This design comes from an exercise in tuning for small area on the open sky130 flow, not from production work. Function was checked by simulation only, so behaviour that the tests miss may differ from the original. No driver is modelled on the clock port, so clocking that relies on it looks cheaper here than on a real chip. Power is estimated from default activity; no workload was simulated.

## run 1
Design oled_snake_top, start of the top module:
module oled_snake_top #(
	parameter int unsigned vdd_wait  = 50,
	parameter int unsigned res_low   = 40,
	parameter int unsigned vbat_wait = 60,
	parameter int unsigned frame_gap = 200
) (
	input  logic clk,
	input  logic rstn,
	input  logic display,
	input  logic mv_l,
	input  logic mv_r,
	input  logic mv_u,
	input  logic mv_d,
	output logic oled_res,
	output logic oled_dc,
	output logic oled_sclk,
	output logic oled_sdin,
	output logic oled_vbat,
	output logic oled_vdd,
	output logic ready
);
	localparam logic [2:0] S_WAIT = 3'd0;	 
	localparam logic [2:0] S_CMD  = 3'd1;	 
	localparam logic [2:0] S_RES  = 3'd2;
	localparam logic [2:0] S_PCMD = 3'd3;	 
	localparam logic [2:0] S_GAP  = 3'd4;
	localparam logic [2:0] S_SNK  = 3'd5;	 
	localparam logic [2:0] S_PLC  = 3'd6;	 
	localparam logic [2:0] S_DATA = 3'd7;
	localparam logic [95:0] INIT_CMDS = {
		8'hAE, 8'h8D, 8'h14, 8'hD9, 8'hF1, 8'h81,
		8'h0F, 8'hA0, 8'hC0, 8'hDA, 8'h00, 8'hAF
	};
	logic [4:0] btn_sync, rel_n;
	logic [1:0] dir_e, dir_n;
	logic       ge, pe, shown;
	logic [2:0] st;
	logic [5:0] P;
	logic [6:0] col;
	logic [1:0] page;
	logic [7:0] dbyte;	 
	wire  [3:0] K = dbyte[3:0];
	logic [4:0] wrow;
	logic [6:0] wcol;
	logic [1:0] M [0:8];
	assign rel_n = btn_sync & ~{display, mv_d, mv_u, mv_l, mv_r};
	wire slot     = (st == S_CMD) || (st == S_PCMD) || (st == S_DATA);
	assign ready  = st[2] || st == S_PCMD;
	wire counting = (st == S_GAP) || (st == S_SNK) || (st == S_PLC) || (st == S_DATA);
	wire at_r      = (st == S_GAP) && P == 6'd63 && {page, col} == {2'd0, 7'd3};
	wire last_col  = {page, col} == {2'd3, 7'd127};
	wire do_place  = at_r && pe;
  ...
Settings: LEC_CHECK=0, ABC_AREA=1, CAP_MARGIN=20, CORE_MARGIN=2, CORE_UTILIZATION=75, SLEW_MARGIN=20; clock period 25.0 ns.
standard.sh (not shown) runs the stock make flow with config.mk's settings and CLKGATE_MAP_FILE= SYNTH_SCRIPT=/design/flow/synth_recipe.tcl, a recipe that flattens the netlist after the stock synthesis.
==> flow/flow/run.sh <==
#!/bin/bash
# The standard layout (standard.sh) with these changes:
#  - synthesis: flow/synth.tcl runs the standard flow's synthesis script with ABC's
#    combinational mapping done by flow/abc.script, and without ORFS's
#    mapping of adders to half/full adder cells (ADDER_MAP_FILE empty), so
#    that ABC optimises the counters' logic with the rest;
#  - the port buffers are the smallest buffer;
#  - the clock tree is built by flow/manual_cts.tcl (one root buffer on the
#    clock port's net feeding a few leaf buffers, each driving a k-means
#    cluster of flip-flops; the smallest such tree whose estimated clock-pin
#    slew is under 115 ps) before TritonCTS, which then leaves the buffered
#    clock net alone.
# Each ORFS step keeps its full log under orfs/logs; make's own output goes
# to make.log here.
set -euo pipefail
export OWN_WORK="$PWD"
export OWN_ABC_SCRIPT="$PWD/flow/abc.script"
export BUFFER_PORTS_ARGS="-buffer_cell sky130_fd_sc_hd__buf_1"
export PRE_CTS_TCL="$PWD/flow/manual_cts.tcl"
export CTS_ARGS="-clk_nets clk -sink_clustering_enable -repair_clock_nets -buf_list sky130_fd_sc_hd__clkbuf_16 -dont_use_dummy_load"
bash standard.sh SYNTH_SCRIPT="$PWD/flow/synth.tcl" ADDER_MAP_FILE= finish > make.log 2>&1
==> flow/flow/manual_cts.tcl <==
# Runs as the PRE_CTS hook of the standard flow (ORFS cts.tcl sources it
# right after loading the placed design). It builds the clock tree by hand:
# one root buffer on the clock port's net feeding K leaf buffers, each
# driving a k-means cluster of flip-flop clock pins. It tries trees from the
# smallest total buffer area up and keeps the first whose worst flip-flop
# clock-pin slew, estimated from the placement, is under 115 ps. TritonCTS
# then finds the clock net already buffered and leaves it alone.

proc mcts_clusters {K} {
  set block [ord::get_db_block]
  set dbu [$block getDbUnitsPerMicron]
  set pins {}
  set xs {}
  set ys {}
  foreach pin [get_pins -of_objects [get_nets clk] -filter "direction == input"] {
    set dbinst [sta::sta_to_db_inst [$pin instance]]
    set loc [$dbinst getLocation]
    lappend pins $pin
    lappend xs [expr {double([lindex $loc 0]) / $dbu}]
    lappend ys [expr {double([lindex $loc 1]) / $dbu}]
  }
  set n [llength $pins]
  set order [lsort -real -indices $xs]
  set cx {}
  set cy {}
  for {set k 0} {$k < $K} {incr k} {
    set i [lindex $order [expr {int(($k + 0.5) * $n / $K)}]]
    lappend cx [lindex $xs $i]
    lappend cy [lindex $ys $i]
  }
  set asg {}
  for {set it 0} {$it < 50} {incr it} {
    set asg {}
    for {set i 0} {$i < $n} {incr i} {
      set best 0
      set bd 1e18
      for {set k 0} {$k < $K} {incr k} {
        set d [expr {pow([lindex $xs $i] - [lindex $cx $k], 2) + pow([lindex $ys $i] - [lindex $cy $k], 2)}]
        if {$d < $bd} { set bd $d; set best $k }
      }
      lappend asg $best
    }
    for {set k 0} {$k < $K} {incr k} {
      set sx 0.0; set sy 0.0; set c 0
      for {set i 0} {$i < $n} {incr i} {
        if {[lindex $asg $i] == $k} { set sx [expr {$sx + [lindex $xs $i]}]; set sy [expr {$sy + [lindex $ys $i]}]; incr c }
      }
      if {$c > 0} { lset cx $k [expr {$sx / $c}]; lset cy $k [expr {$sy / $c}] }
    }
  }
  set groups {}
  for {set k 0} {$k < $K} {incr k} {
    set lp {}
    for {set i 0} {$i < $n} {incr i} { if {[lindex $asg $i] == $k} { lappend lp [lindex $pins $i] } }
    if {[llength $lp] > 0} { lappend groups [list [lindex $cx $k] [lindex $cy $k] $lp] }
  }
  return $groups
}

proc mcts_worst_slew {} {
  set worst 0.0
  foreach pin [all_registers -clock_pins] {
    foreach p {slew_max_rise slew_max_fall slew_min_rise slew_min_fall} {
      set s [get_property $pin $p]
      if {$s > $worst} { set worst $s }
    }
  }
  return $worst
}

proc mcts_insts {} {
  set names {}
  foreach inst [[ord::get_db_block] getInsts] { lappend names [$inst getName] }
  return $names
}

proc mcts_try {K leafcell rootcell tag} {
  set before [mcts_insts]
  set rx 0.0; set ry 0.0
  set groups [mcts_clusters $K]
  set k 0
  foreach g $groups {
    lassign $g x y lp
    set name clkleaf_${tag}_$k
    insert_buffer -buffer_cell $leafcell -net clk -load_pins $lp -location [list $x $y] -buffer_name $name -net_name clknet_${tag}_$k
    set rx [expr {$rx + $x / [llength $groups]}]
    set ry [expr {$ry + $y / [llength $groups]}]
    incr k
  }
  insert_buffer -buffer_cell $rootcell -net clk -location [list $rx $ry] -buffer_name clkroot_$tag -net_name clknet_root_$tag
  set made {}
  foreach name [mcts_insts] { if {[lsearch -exact $before $name] < 0} { lappend made $name } }
  set_propagated_clock [all_clocks]
  estimate_parasitics -placement
  set w [mcts_worst_slew]
  unset_propagated_clock [all_clocks]
  return [list $w $made]
}

set mcts_target 0.115
set mcts_done 0
set t 0
foreach cand {
  {2 sky130_fd_sc_hd__clkbuf_8} {3 sky130_fd_sc_hd__clkbuf_8} {2 sky130_fd_sc_hd__clkbuf_16}
  {4 sky130_fd_sc_hd__clkbuf_8} {5 sky130_fd_sc_hd__clkbuf_8} {3 sky130_fd_sc_hd__clkbuf_16}
  {6 sky130_fd_sc_hd__clkbuf_8} {4 sky130_fd_sc_hd__clkbuf_16} {7 sky130_fd_sc_hd__clkbuf_8}
  {5 sky130_fd_sc_hd__clkbuf_16} {6 sky130_fd_sc_hd__clkbuf_16} {8 sky130_fd_sc_hd__clkbuf_16}
} {
  lassign $cand K cell
  lassign [mcts_try $K $cell sky130_fd_sc_hd__clkbuf_4 $t] w made
  puts "manual clock tree: $K x [string range $cell 16 end] under a clkbuf_4 root: worst clock-pin slew [format %.1f [expr {$w * 1e3}]] ps ([llength $made] buffers)"
  if {$w < $mcts_target} { set mcts_done 1; break }
  remove_buffers $made
  if {[llength [get_pins -of_objects [get_nets clk] -filter "direction == input"]] != [llength [all_registers -clock_pins]]} { error "manual clock tree: undo failed" }
  incr t
}
if {!$mcts_done} { error "manual clock tree: no candidate met the slew target" }
Other scripts of this flow, unchanged in this note and not shown: flow/flow/abc.script, flow/flow/synth.tcl
Both conditions hold for run 1: the flow ran to the end and the final layout passed the timing, design-rule and antenna checks.
--- input diff run 1..run 2 ---
# run 1
export LEC_CHECK = 0
export ABC_AREA = 1
export CAP_MARGIN = 20
export CORE_MARGIN = 2
export CORE_UTILIZATION = 75
export SLEW_MARGIN = 20
create_clock -name core_clock -period 25.0 [get_ports {clk}]
# run 2
export LEC_CHECK = 0
export ABC_AREA = 1
export CAP_MARGIN = 20
export CORE_MARGIN = 2
export CORE_UTILIZATION = 60
export SLEW_MARGIN = 20
create_clock -name core_clock -period 25.0 [get_ports {clk}]
==> results.txt <==
Taking run 1 as the reference point, the worst path setup slack after routing of run 2 rises by 0.067 ns.
In run 2 the starting density of the core turned out 16 points lower than in run 1.
Worst setup slack after placement: run 2 vs run 1 down 0.016 ns
#### Input delta (run 3 over run 2)
# run 2
export LEC_CHECK = 0
export ABC_AREA = 1
export CAP_MARGIN = 20
export CORE_MARGIN = 2
export CORE_UTILIZATION = 60
export SLEW_MARGIN = 20
create_clock -name core_clock -period 25.0 [get_ports {clk}]
# run 3
export LEC_CHECK = 0
export ABC_AREA = 1
export CAP_MARGIN = 20
export CORE_MARGIN = 2
export CORE_UTILIZATION = 85
export SLEW_MARGIN = 20
create_clock -name core_clock -period 25.0 [get_ports {clk}]
diff --git a/flow/flow/manual_cts.tcl b/flow/flow/manual_cts.tcl
--- a/flow/flow/manual_cts.tcl
+++ b/flow/flow/manual_cts.tcl
@@ -98,4 +98,7 @@
 }
 
+# Every instance that exists before (the port buffers among them) must be
+# there after: the undo of a rejected tree removes only that tree's buffers.
+set mcts_start [mcts_insts]
 set mcts_target 0.115
 set mcts_done 0
@@ -111,7 +114,11 @@
   puts "manual clock tree: $K x [string range $cell 16 end] under a clkbuf_4 root: worst clock-pin slew [format %.1f [expr {$w * 1e3}]] ps ([llength $made] buffers)"
   if {$w < $mcts_target} { set mcts_done 1; break }
-  remove_buffers $made
+  remove_buffers {*}$made
   if {[llength [get_pins -of_objects [get_nets clk] -filter "direction == input"]] != [llength [all_registers -clock_pins]]} { error "manual clock tree: undo failed" }
   incr t
 }
 if {!$mcts_done} { error "manual clock tree: no candidate met the slew target" }
+set mcts_now [mcts_insts]
+foreach name $mcts_start {
+  if {[lsearch -exact $mcts_now $name] < 0} { error "manual clock tree: instance $name was lost" }
+}
Notes after the runs:
The flow ended early for run 3: it failed with a tool error in global placement without I/O.
Diff run 2 -> run 3: horizontal die dimension lower, post-synthesis share of cell area spent on and, or, nand and nor gates shows no meaningful change, number of rows created at floorplan went down by about 19%, starting utilization of the core area went up 28 points.
In terms of share of synthesized flip-flops with an asynchronous set or reset, run 2 and run 3 differ only marginally.
For the floorplan die height, run 3 came in about 15% lower than run 2 did.
#### Input delta (run 4 over run 3)
# run 3
export LEC_CHECK = 0
export ABC_AREA = 1
export CAP_MARGIN = 20
export CORE_MARGIN = 2
export CORE_UTILIZATION = 85
export SLEW_MARGIN = 20
create_clock -name core_clock -period 25.0 [get_ports {clk}]
# run 4
export LEC_CHECK = 0
export ABC_AREA = 1
export CAP_MARGIN = 20
export CORE_MARGIN = 2
export CORE_UTILIZATION = 75
export SLEW_MARGIN = 20
create_clock -name core_clock -period 25.0 [get_ports {clk}]
Notes after the runs:
Comparing run 3 against run 4, there is no change at all in proportion of register bits with asynchronous set or reset after synthesis. Looking at run 3 and run 4, the netlist area before placement is a wash. The final layout from run 4, which completed every stage, passed the timing, design-rule and antenna checks at the end of the flow. Run 4 ended with more row count than run 3. Reported for run 3 and run 4, mean area per synthesized cell turned out identical to the last digit. Run 4 -> run 3: flip-flop and latch count after synthesis delta 0, exact match. Run 4 ends up with higher die height than run 3 does. The die outline width number comes out higher for run 4 vs run 3. There was hardly any difference in complex-gate fraction of the synthesized area between run 3 and run 4. Diff run 3..run 4 | count of flip-flops with a built-in enable after synthesis | unchanged. Comparing run 3 and run 4, the higher initial core utilization is on run 3.

========
rev 12:
oled_snake_top, a different RTL version from the one above (not shown whole).
Size in the first run: roughly 360 cells after synthesis, about 14 I/O pins.
clock: 25.0 ns
lec_check: 0
abc_area: 1
cap_margin: 20
core_margin: 2
core_utilization: 40
slew_margin: 20
==> flow/flow/run.sh <==
#!/bin/bash
# The standard layout (standard.sh) with these changes:
#  - synthesis: flow/synth.tcl runs the standard flow's synthesis script with ABC's
#    combinational mapping done by flow/abc.script, and without ORFS's
#    mapping of adders to half/full adder cells (ADDER_MAP_FILE empty), so
#    that ABC optimises the counters' logic with the rest;
#  - the port buffers are the smallest buffer;
#  - the clock tree is built by flow/manual_cts.tcl (one root buffer on the
#    clock port's net feeding 4 leaf buffers, each driving a k-means cluster
#    of flip-flops) before TritonCTS, which then leaves the buffered clock
#    net alone.
# Each ORFS step keeps its full log under orfs/logs; make's own output goes
# to make.log here.
set -euo pipefail
export OWN_WORK="$PWD"
export OWN_ABC_SCRIPT="$PWD/flow/abc.script"
export BUFFER_PORTS_ARGS="-buffer_cell sky130_fd_sc_hd__buf_1"
export PRE_CTS_TCL="$PWD/flow/manual_cts.tcl"
export CTS_ARGS="-clk_nets clk -sink_clustering_enable -repair_clock_nets -buf_list sky130_fd_sc_hd__clkbuf_16 -dont_use_dummy_load"
bash standard.sh SYNTH_SCRIPT="$PWD/flow/synth.tcl" ADDER_MAP_FILE= finish > make.log 2>&1
==> flow/flow/abc.script <==
strash; &get -n; &deepsyn -T 60; &put; dch -f; &get -n; &nf -R 1000; &put; strash; dch -f; &get -n; &nf -R 1000; &put
Other scripts of this flow, unchanged in this note and not shown: flow/flow/manual_cts.tcl, flow/flow/synth.tcl
Rev 12 has completed all stages; timing, DRC and antenna checks passed.
Here is what was changed in the inputs of rev 13 compared with rev 12.
--- a/flow/flow/run.sh
+++ b/flow/flow/run.sh
@@ -3,5 +3,3 @@
 #  - synthesis: flow/synth.tcl runs the standard flow's synthesis script with ABC's
-#    combinational mapping done by flow/abc.script, and without ORFS's
-#    mapping of adders to half/full adder cells (ADDER_MAP_FILE empty), so
-#    that ABC optimises the counters' logic with the rest;
+#    combinational mapping done by flow/abc.script;
 #  - the port buffers are the smallest buffer;
@@ -19,2 +17,2 @@
 export CTS_ARGS="-clk_nets clk -sink_clustering_enable -repair_clock_nets -buf_list sky130_fd_sc_hd__clkbuf_16 -dont_use_dummy_load"
-bash standard.sh SYNTH_SCRIPT="$PWD/flow/synth.tcl" ADDER_MAP_FILE= finish > make.log 2>&1
+bash standard.sh SYNTH_SCRIPT="$PWD/flow/synth.tcl" finish > make.log 2>&1
==> flow/flow/abc.script <==
strash; &get -n; &deepsyn -T 120; &put; dch -f; &get -n; &nf -R 1000; &put
Notes after the runs:
Compared with rev 12, rev 13 shows HPWL after detailed placement higher by 19%.
Looking at maximum frequency, rev 13 sits 2.1 MHz below rev 12.
On total power, rev 13 and rev 12 are neck and neck.
The higher sequential share of layout area came out of rev 12.
Rev 13 ends up with higher combinational power than rev 12 does.
On post-route worst setup slack, rev 12 beats rev 13.
Rev 13 -> rev 12: total internal power flat
Rev 13 vs rev 12 on power share of the combinational group: rev 13 is the higher one.

========
## the baseline
Another version of the RTL of oled_snake_top (not shown whole).
Size in the first run: ~340 cells after synthesis, ~14 I/O pins, about 0.0033 mm^2 of cells after synthesis.
Design oled_snake_top, start of the top module:
module oled_snake_top #(
	parameter int unsigned vdd_wait  = 50,
	parameter int unsigned res_low   = 40,
	parameter int unsigned vbat_wait = 60,
	parameter int unsigned frame_gap = 200
) (
	input  logic clk,
	input  logic rstn,
	input  logic display,
	input  logic mv_l,
	input  logic mv_r,
	input  logic mv_u,
	input  logic mv_d,
	output logic oled_res,
	output logic oled_dc,
	output logic oled_sclk,
	output logic oled_sdin,
	output logic oled_vbat,
	output logic oled_vdd,
	output logic ready
);
==> flow/config.mk <==
export PLATFORM = sky130hd
export DESIGN_NAME = oled_snake_top
export DESIGN_NICKNAME = oled_snake_top
export VERILOG_FILES = /design/flow/design.v
export SDC_FILE = /design/flow/constraint.sdc
export NUM_CORES = 4
export LEC_CHECK = 0
export ABC_AREA = 1
export CAP_MARGIN = 20
export CORE_MARGIN = 2
export CORE_UTILIZATION = 80
export SLEW_MARGIN = 20
==> flow/constraint.sdc <==
create_clock -name core_clock -period 25.0 [get_ports {clk}]
set_input_delay 5.0000 -clock core_clock [delete_from_list [all_inputs] [get_ports {clk}]]
set_output_delay 5.0000 -clock core_clock [all_outputs]
set_load 0.01 [all_outputs]
==> flow/flow/run.sh <==
#!/bin/bash
# The standard layout (standard.sh) with these changes:
#  - synthesis: flow/synth.tcl runs the standard flow's synthesis script with ABC's
#    combinational mapping done by flow/abc.script, and without ORFS's
#    mapping of adders to half/full adder cells (ADDER_MAP_FILE empty), so
#    that ABC optimises the counters' logic with the rest;
#  - the port buffers are the smallest buffer;
#  - the clock tree is built by flow/manual_cts.tcl (one root buffer on the
#    clock port's net feeding a few leaf buffers, each driving a k-means
#    cluster of flip-flops; the smallest such tree whose estimated clock-pin
#    slew is under 105 ps) before TritonCTS, which then leaves the buffered
#    clock net alone.
# Each ORFS step keeps its full log under orfs/logs; make's own output goes
# to make.log here.
set -euo pipefail
export OWN_WORK="$PWD"
export OWN_ABC_SCRIPT="$PWD/flow/abc.script"
export BUFFER_PORTS_ARGS="-buffer_cell sky130_fd_sc_hd__buf_1"
export PRE_CTS_TCL="$PWD/flow/manual_cts.tcl"
export CTS_ARGS="-clk_nets clk -sink_clustering_enable -repair_clock_nets -buf_list sky130_fd_sc_hd__clkbuf_16 -dont_use_dummy_load"
bash standard.sh SYNTH_SCRIPT="$PWD/flow/synth.tcl" ADDER_MAP_FILE= finish > make.log 2>&1
==> flow/flow/abc.script <==
strash; &get -n; &deepsyn -J 1000 -T 900; &put; strash; dch -f; &get -n; &nf -R 1000; &put; strash; dch -f; &get -n; &nf -R 1000; &put
==> flow/flow/manual_cts.tcl <==
# Runs as the PRE_CTS hook of the standard flow (ORFS cts.tcl sources it
# right after loading the placed design). It builds the clock tree by hand:
# one root buffer on the clock port's net feeding K leaf buffers, each
# driving a cluster of flip-flop clock pins (k-means clusters, or a balanced
# recursive split at the median). It tries trees from the smallest total
# buffer area up and keeps the first whose worst flip-flop
# clock-pin slew, estimated from the placement, is under 105 ps. TritonCTS
# then finds the clock net already buffered and leaves it alone.

proc mcts_clusters {K} {
  set block [ord::get_db_block]
  set dbu [$block getDbUnitsPerMicron]
  set pins {}
  set xs {}
  set ys {}
  foreach pin [get_pins -of_objects [get_nets clk] -filter "direction == input"] {
    set dbinst [sta::sta_to_db_inst [$pin instance]]
    set loc [$dbinst getLocation]
    lappend pins $pin
    lappend xs [expr {double([lindex $loc 0]) / $dbu}]
    lappend ys [expr {double([lindex $loc 1]) / $dbu}]
  }
  set n [llength $pins]
  set order [lsort -real -indices $xs]
  set cx {}
  set cy {}
  for {set k 0} {$k < $K} {incr k} {
    set i [lindex $order [expr {int(($k + 0.5) * $n / $K)}]]
    lappend cx [lindex $xs $i]
    lappend cy [lindex $ys $i]
  }
  set asg {}
  for {set it 0} {$it < 50} {incr it} {
    set asg {}
    for {set i 0} {$i < $n} {incr i} {
      set best 0
      set bd 1e18
      for {set k 0} {$k < $K} {incr k} {
        set d [expr {pow([lindex $xs $i] - [lindex $cx $k], 2) + pow([lindex $ys $i] - [lindex $cy $k], 2)}]
        if {$d < $bd} { set bd $d; set best $k }
      }
      lappend asg $best
    }
    for {set k 0} {$k < $K} {incr k} {
      set sx 0.0; set sy 0.0; set c 0
      for {set i 0} {$i < $n} {incr i} {
        if {[lindex $asg $i] == $k} { set sx [expr {$sx + [lindex $xs $i]}]; set sy [expr {$sy + [lindex $ys $i]}]; incr c }
      }
      if {$c > 0} { lset cx $k [expr {$sx / $c}]; lset cy $k [expr {$sy / $c}] }
    }
  }
  set groups {}
  for {set k 0} {$k < $K} {incr k} {
    set lp {}
    for {set i 0} {$i < $n} {incr i} { if {[lindex $asg $i] == $k} { lappend lp [lindex $pins $i] } }
    if {[llength $lp] > 0} { lappend groups [list [lindex $cx $k] [lindex $cy $k] $lp] }
  }
  return $groups
}

# Balanced alternative: split the pins recursively at the median of the
# longer side of their bounding box, into groups of (nearly) equal size.
proc mcts_split {pts K} {
  if {$K <= 1 || [llength $pts] <= 1} { return [list $pts] }
  set xs [lmap p $pts {lindex $p 0}]
  set ys [lmap p $pts {lindex $p 1}]
  set dx [expr {[tcl::mathfunc::max {*}$xs] - [tcl::mathfunc::min {*}$xs]}]
  set dy [expr {[tcl::mathfunc::max {*}$ys] - [tcl::mathfunc::min {*}$ys]}]
  set idx [expr {$dx >= $dy ? 0 : 1}]
  set sorted [lsort -real -index $idx $pts]
  set k1 [expr {$K / 2}]
  set cut [expr {int(round(double([llength $pts]) * $k1 / $K))}]
  return [concat [mcts_split [lrange $sorted 0 [expr {$cut - 1}]] $k1] [mcts_split [lrange $sorted $cut end] [expr {$K - $k1}]]]
}

proc mcts_bisect {K} {
  set block [ord::get_db_block]
  set dbu [$block getDbUnitsPerMicron]
  set pts {}
  foreach pin [get_pins -of_objects [get_nets clk] -filter "direction == input"] {
    set loc [[sta::sta_to_db_inst [$pin instance]] getLocation]
    lappend pts [list [expr {double([lindex $loc 0]) / $dbu}] [expr {double([lindex $loc 1]) / $dbu}] $pin]
  }
  set groups {}
  foreach g [mcts_split $pts $K] {
    if {[llength $g] == 0} continue
    set sx 0.0; set sy 0.0
    foreach p $g { set sx [expr {$sx + [lindex $p 0]}]; set sy [expr {$sy + [lindex $p 1]}] }
    set n [llength $g]
    lappend groups [list [expr {$sx / $n}] [expr {$sy / $n}] [lmap p $g {lindex $p 2}]]
  }
  return $groups
}

proc mcts_worst_slew {} {
  set worst 0.0
  foreach pin [all_registers -clock_pins] {
    foreach p {slew_max_rise slew_max_fall slew_min_rise slew_min_fall} {
      set s [get_property $pin $p]
      if {$s > $worst} { set worst $s }
    }
  }
  return $worst
}

proc mcts_insts {} {
  set names {}
  foreach inst [[ord::get_db_block] getInsts] { lappend names [$inst getName] }
  return $names
}

proc mcts_try {K leafcell rootcell tag how} {
  set before [mcts_insts]
  set rx 0.0; set ry 0.0
  set groups [$how $K]
  set k 0
  foreach g $groups {
    lassign $g x y lp
    set name clkleaf_${tag}_$k
    insert_buffer -buffer_cell $leafcell -net clk -load_pins $lp -location [list $x $y] -buffer_name $name -net_name clknet_${tag}_$k
    set rx [expr {$rx + $x / [llength $groups]}]
    set ry [expr {$ry + $y / [llength $groups]}]
    incr k
  }
  insert_buffer -buffer_cell $rootcell -net clk -location [list $rx $ry] -buffer_name clkroot_$tag -net_name clknet_root_$tag
  set made {}
  foreach name [mcts_insts] { if {[lsearch -exact $before $name] < 0} { lappend made $name } }
  set_propagated_clock [all_clocks]
  estimate_parasitics -placement
  set w [mcts_worst_slew]
  unset_propagated_clock [all_clocks]
  return [list $w $made]
}

# Every instance that exists before (the port buffers among them) must be
# there after: the undo of a rejected tree removes only that tree's buffers.
set mcts_start [mcts_insts]
set mcts_target 0.105
set mcts_done 0
set t 0
foreach cand {
  {2 sky130_fd_sc_hd__clkbuf_8} {3 sky130_fd_sc_hd__clkbuf_8} {2 sky130_fd_sc_hd__clkbuf_16}
  {4 sky130_fd_sc_hd__clkbuf_8} {5 sky130_fd_sc_hd__clkbuf_8} {3 sky130_fd_sc_hd__clkbuf_16}
  {6 sky130_fd_sc_hd__clkbuf_8} {7 sky130_fd_sc_hd__clkbuf_8} {4 sky130_fd_sc_hd__clkbuf_16}
  {5 sky130_fd_sc_hd__clkbuf_16} {6 sky130_fd_sc_hd__clkbuf_16} {8 sky130_fd_sc_hd__clkbuf_16}
} {
  lassign $cand K cell
  foreach how {mcts_clusters mcts_bisect} {
    lassign [mcts_try $K $cell sky130_fd_sc_hd__clkbuf_4 $t $how] w made
    puts "manual clock tree: $K x [string range $cell 16 end] under a clkbuf_4 root, $how: worst clock-pin slew [format %.1f [expr {$w * 1e3}]] ps ([llength $made] buffers)"
    if {$w < $mcts_target} { set mcts_done 1; break }
    remove_buffers {*}$made
    if {[llength [get_pins -of_objects [get_nets clk] -filter "direction == input"]] != [llength [all_registers -clock_pins]]} { error "manual clock tree: undo failed" }
    incr t
  }
  if {$mcts_done} break
}
if {!$mcts_done} { error "manual clock tree: no candidate met the slew target" }
set mcts_now [mcts_insts]
foreach name $mcts_start {
  if {[lsearch -exact $mcts_now $name] < 0} { error "manual clock tree: instance $name was lost" }
}
Other scripts of this flow, unchanged in this note and not shown: flow/flow/synth.tcl
The baseline went all the way through synthesis, placement and routing and the layout is clean on timing, DRC and antenna.
The following lists how the candidate was set up differently from the baseline:
- CORE_UTILIZATION changed from 80 to 75
diff --git a/flow/flow/run.sh b/flow/flow/run.sh
--- a/flow/flow/run.sh
+++ b/flow/flow/run.sh
@@ -9,5 +9,5 @@
 #    clock port's net feeding a few leaf buffers, each driving a k-means
 #    cluster of flip-flops; the smallest such tree whose estimated clock-pin
-#    slew is under 105 ps) before TritonCTS, which then leaves the buffered
+#    slew is under 115 ps) before TritonCTS, which then leaves the buffered
 #    clock net alone.
 # Each ORFS step keeps its full log under orfs/logs; make's own output goes
==> flow/flow/abc.script <==
strash; &get -n; &deepsyn -J 300 -T 400; &put; strash; dch -f; &get -n; &nf -R 1000; &put; strash; dch -f; &get -n; &nf -R 1000; &put
diff --git a/flow/flow/manual_cts.tcl b/flow/flow/manual_cts.tcl
--- a/flow/flow/manual_cts.tcl
+++ b/flow/flow/manual_cts.tcl
@@ -5,5 +5,5 @@
 # recursive split at the median). It tries trees from the smallest total
 # buffer area up and keeps the first whose worst flip-flop
-# clock-pin slew, estimated from the placement, is under 105 ps. TritonCTS
+# clock-pin slew, estimated from the placement, is under 115 ps. TritonCTS
 # then finds the clock net already buffered and leaves it alone.
 
@@ -136,5 +136,5 @@
 # there after: the undo of a rejected tree removes only that tree's buffers.
 set mcts_start [mcts_insts]
-set mcts_target 0.105
+set mcts_target 0.115
 set mcts_done 0
 set t 0
Delta (the candidate minus the baseline): fraction of area in multi-input gates did not really move, met3 global-route usage went down.
Final cell count without fillers is higher on the candidate
The candidate vs. the baseline: area of the core region went up 7.4%; transition time of the tightest slew-check pin lower; total non-filler cell area in the finished layout roughly the same.

re-timing with driven ports:
In the flow no input, the clock included, has a driving cell. The finished layouts below were timed again as built, in two steps. Step 1 assumes that a clkbuf_16 drives the clock port and a buf_2 every other input. Step 2, shift: input delay + t, output delay - t, t = (earliest + latest rising clock arrival at the registers) / 2. This alone moves slack from input paths to output paths. Three values: no drivers, after step 1, after step 2; two values: the first two.
run | shift t [ns] | setup slack, ns | pins driven straight from the clock port
run 1 | 0.422 | 17.984 / 17.958 / 18.067 | 1
run 2 | 0.409 | 18.051 / 18.027 / 18.075 | 1
run 4 | 0.419 | 17.871 / 17.846 / 18.001 | 1
rev 12 | 0.434 | 17.778 / 17.750 / 17.832 | 1
rev 13 | 0.436 | 17.666 / 17.639 / 17.690 | 1
the baseline | 0.412 | 17.851 / 17.825 / 17.525 | 1
the candidate | 0.405 | 17.885 / 17.859 / 17.625 | 1
After both steps setup and hold are still met in every run listed. For the baseline, which loses most, drivers alone change the setup slack by -0.026 ns; drivers and shift together by -0.326 ns.
